This design comes from an exercise in tuning for small area, a short achievable clock period and few clock cycles per item on the open sky130 flow, not from production work.
Only simulation tests tie the RTL to the original design; equivalence was not proved.

Design segment_intersection_test, start of the top module:
module segment_intersection_test #(
   parameter int COORD_BITS = sit_pkg::COORD_BITS_DEF
) (
   input  logic                         clock,
   input  logic                         reset,
   input  logic                         req_valid,
   output logic                         req_ready,
   input  logic signed [COORD_BITS-1:0] req_a_start_x,
   input  logic signed [COORD_BITS-1:0] req_a_start_y,
   input  logic signed [COORD_BITS-1:0] req_a_end_x,
   input  logic signed [COORD_BITS-1:0] req_a_end_y,
   input  logic signed [COORD_BITS-1:0] req_b_start_x,
   input  logic signed [COORD_BITS-1:0] req_b_start_y,
   input  logic signed [COORD_BITS-1:0] req_b_end_x,
   input  logic signed [COORD_BITS-1:0] req_b_end_y,
   output logic                         rsp_valid,
   input  logic                         rsp_ready,
   output logic                         rsp_hit,
   output logic [1:0]                   rsp_hit_kind
);
Size in the first run: about 140 I/O pins.
==> flow/config.mk <==
export PLATFORM = sky130hd
export DESIGN_NAME = segment_intersection_test
export DESIGN_NICKNAME = segment_intersection_test
export VERILOG_FILES = /design/flow/design.v
export SDC_FILE = /design/flow/constraint.sdc
export NUM_CORES = 4
export LEC_CHECK = 0
export CAP_MARGIN = 10
export CORE_MARGIN = 2
export CORE_UTILIZATION = 50
export SETUP_SLACK_MARGIN = 4.7
export SLEW_MARGIN = 10
export SYNTH_HIERARCHICAL = 1
==> flow/constraint.sdc <==
create_clock -name core_clock -period 8.0 [get_ports {clock}]
set_input_delay 1.6000 -clock core_clock [delete_from_list [all_inputs] [get_ports {clock}]]
set_output_delay 1.6000 -clock core_clock [all_outputs]
set_load 0.01 [all_outputs]
run.sh (not shown) runs the stock make flow with config.mk's settings and CLKGATE_MAP_FILE= SYNTH_SCRIPT=/design/flow/synth_recipe.tcl, a recipe that flattens the netlist after the stock synthesis.
Testbench counts at the start, summed over its fixed seeds: cycles 16,048, items 16,000.
Next try:
CAP_MARGIN = 20   (was 10)
PLACE_DENSITY = 0.42   (was not set)
SLEW_MARGIN = 20   (was 10)
=> Wire length rises by about 0.5%; setup slack improved by 17 ps; die area does not change; synthesized area is unchanged; non-clock buffer count rises by 12; first-iteration DRC count falls by 4.9%; via count falls by about 0.47%; core utilization barely changes.
Next try:
GPL_ROUTABILITY_DRIVEN = 0   (was not set)
PLACE_DENSITY = 0.5   (was 0.42)
Outcome: The new run completed without violations; routed wire length is about the same; worst setup slack degrades by 71 ps; global-route usage fell by 0.21 points; critical path depth increases by 1; hold slack loses 7.9 ps.

* * *

== run 1 ==
Starting RTL as in the previous note.
==> flow/config.mk <==
export PLATFORM = sky130hd
export DESIGN_NAME = segment_intersection_test
export DESIGN_NICKNAME = segment_intersection_test
export VERILOG_FILES = /design/flow/design.v
export SDC_FILE = /design/flow/constraint.sdc
export NUM_CORES = 4
export LEC_CHECK = 0
export CAP_MARGIN = 20
export CORE_MARGIN = 2
export CORE_UTILIZATION = 60
export CTS_BUF_LIST = sky130_fd_sc_hd__clkbuf_4 sky130_fd_sc_hd__clkbuf_8
export CTS_CLUSTER_SIZE = 30
export SETUP_SLACK_MARGIN = 4.7
export SLEW_MARGIN = 20
export SYNTH_HIERARCHICAL = 1
==> flow/constraint.sdc <==
create_clock -name core_clock -period 8.0 [get_ports {clock}]
set_input_delay 1.6000 -clock core_clock [delete_from_list [all_inputs] [get_ports {clock}]]
set_output_delay 1.6000 -clock core_clock [all_outputs]
set_load 0.01 [all_outputs]
Testbench counts of run 1, summed over its fixed seeds: cycles 16,048, items 16,000.
diff inputs: run 1 => run 2
Settings: a deleted CTS_CLUSTER_SIZE that had been 30; a deleted CTS_BUF_LIST that had been sky130_fd_sc_hd__clkbuf_4 sky130_fd_sc_hd__clkbuf_8; a change of CORE_UTILIZATION from 60 to 50; a change of SETUP_SLACK_MARGIN from 4.7 to 4.4.
### Flow results
- Run 2 closes out successfully: all stages finished, all timing, DRC and antenna checks passed.
- The via count normalized by instance count of run 2 is lower than that of run 1.
- Looking at cell area after layout, run 2 sits below run 1.
- The critical path capture point comes out u_dp.r5172_2 in one run and u_dp.r4880_2 in the other, namely in run 2 and run 1 respectively.
- [compare] base=run 1 new=run 2: wire length after detailed routing ~0 delta, post-route fraction of the period consumed by the critical path rose 0.50 points.
Modified inputs, run 3 compared to run 2
Settings: SETUP_SLACK_MARGIN changed from 4.4 to 4.7.
==> notes.md <==
Each of the runs, namely run 3 and run 2, reached the end of the flow and came out clean. Worst endpoint required time sits higher in run 3 than in run 2. Taking run 2 as the reference point, the global-route usage of run 3 rises by 0.88 points. Of run 3 and run 2, the lower post-detailed-routing wire length belongs to run 2. NOTE: total vias in the final route in run 3 exceeds that of run 2. Run 3: ratio of final minimum period to clock period is 2.1 points lower than what run 2 reported. Run 3 ended up with fa_2 as its slowest cell on the critical path; run 2 ended up with dfxtp_1. Per the comparison of run 3 with run 2, minimum period implied by the final worst setup slack -160 ps, post-synthesis share of cell area spent on and, or, nand and nor gates was more or less identical.
[inputs] run 4 vs run 3
Settings: changing SETUP_SLACK_MARGIN from 4.7 to 4.85; setting PLACE_DENSITY to 0.5 for the first time.
--- outcome ---
- Run 4 reached the end of the flow, and the finished layout is clean on the timing, design-rule and antenna checks.
- Looking at number of antenna violations at the first check in global routing, run 4 sits 1 below run 3.
- Compared to run 3, run 4 has layout filler cell count 342 lower.
- Per the comparison of run 4 with run 3, via count +692, final worst-path setup slack went down 46 ps, worst slack after detailed placement fell by 41 ps, number of cells on the critical path increased 2.
- Reported for run 4 and run 3, simple-gate area share of the yosys netlist turned out identical to the last digit.
Changes in run 5 relative to run 4:
Settings: a change of SETUP_SLACK_MARGIN from 4.85 to 4.6.
==> notes.md <==
- Lower worst reg2reg path depth among run 5 and run 4: run 5
- | worst-margin pin slew | run 5 vs run 4 | ≈ equal |
- Run 5 -> run 4: overall die height delta 0, exact match
- Compared with run 4, in run 5 clock period minus worst slack has remained practically unchanged; area taken by multi-input logic gates dropped 3.0%.

* * *

segment_intersection_test again, from the RTL that the note above started with.
Settings: LEC_CHECK=0, CAP_MARGIN=20, CORE_MARGIN=2, CORE_UTILIZATION=50, PLACE_DENSITY=0.5, SETUP_SLACK_MARGIN=4.7, SLEW_MARGIN=20, SYNTH_HIERARCHICAL=1; clock period 8.0 ns.
Testbench counts at the start, summed over its fixed seeds: cycles 16,048, items 16,000.
Change:
PLACE_DENSITY = 0.75   (was 0.5)
Die area stays the same.
Cell area barely changes.
Setup slack loses 0.11 ns.
Sequential cell count is unchanged.
Register-to-register slack loses 0.11 ns.
Hold slack hardly moves.
Count of clock-buffer cells in the layout falls by 1.

[what the ideal ports hide]
In the flow no input, the clock included, has a driving cell. The finished layouts below were timed again as built, in two steps. Step 1 assumes that a clkbuf_16 drives the clock port and a buf_2 every other input. Step 2 adds t to the input delays and takes it off the output delays; t is the mean of the earliest and latest rising clock arrival at the registers after step 1. Input paths then give back, and output paths get back, about the clock's delay inside the block. Slacks: ideal ports / drivers / drivers and shift; pairs: ideal ports / drivers.
run	t (ns)	setup slack, ns	worst setup path after step 2	latest minus earliest clock arrival (ns)
the first run of note 1	0.769	4.587 / 4.587 / 4.065	input to register	0.033 / 0.034
the second run of note 1	0.786	4.604 / 4.604 / 3.986	input to register	0.052 / 0.053
the third run of note 1	0.795	4.533 / 4.533 / 3.976	input to register	0.036 / 0.037
run 1	0.899	4.463 / 4.463 / 3.913	input to register	0.066 / 0.065
run 2	0.777	4.423 / 4.423 / 3.738	input to register	0.022 / 0.022
run 3	0.769	4.587 / 4.587 / 4.065	input to register	0.033 / 0.034
run 4	0.795	4.541 / 4.541 / 4.158	input to register	0.038 / 0.038
run 5	0.792	4.541 / 4.541 / 3.911	input to register	0.054 / 0.054
the first run of note 3	0.786	4.604 / 4.604 / 3.986	input to register	0.052 / 0.053
the second run of note 3	0.799	4.494 / 4.494 / 3.992	input to register	0.026 / 0.026
After both steps every run listed still meets setup and hold. For run 2, which loses most, drivers alone change the setup slack by 0.000 ns; drivers and shift together by -0.685 ns.
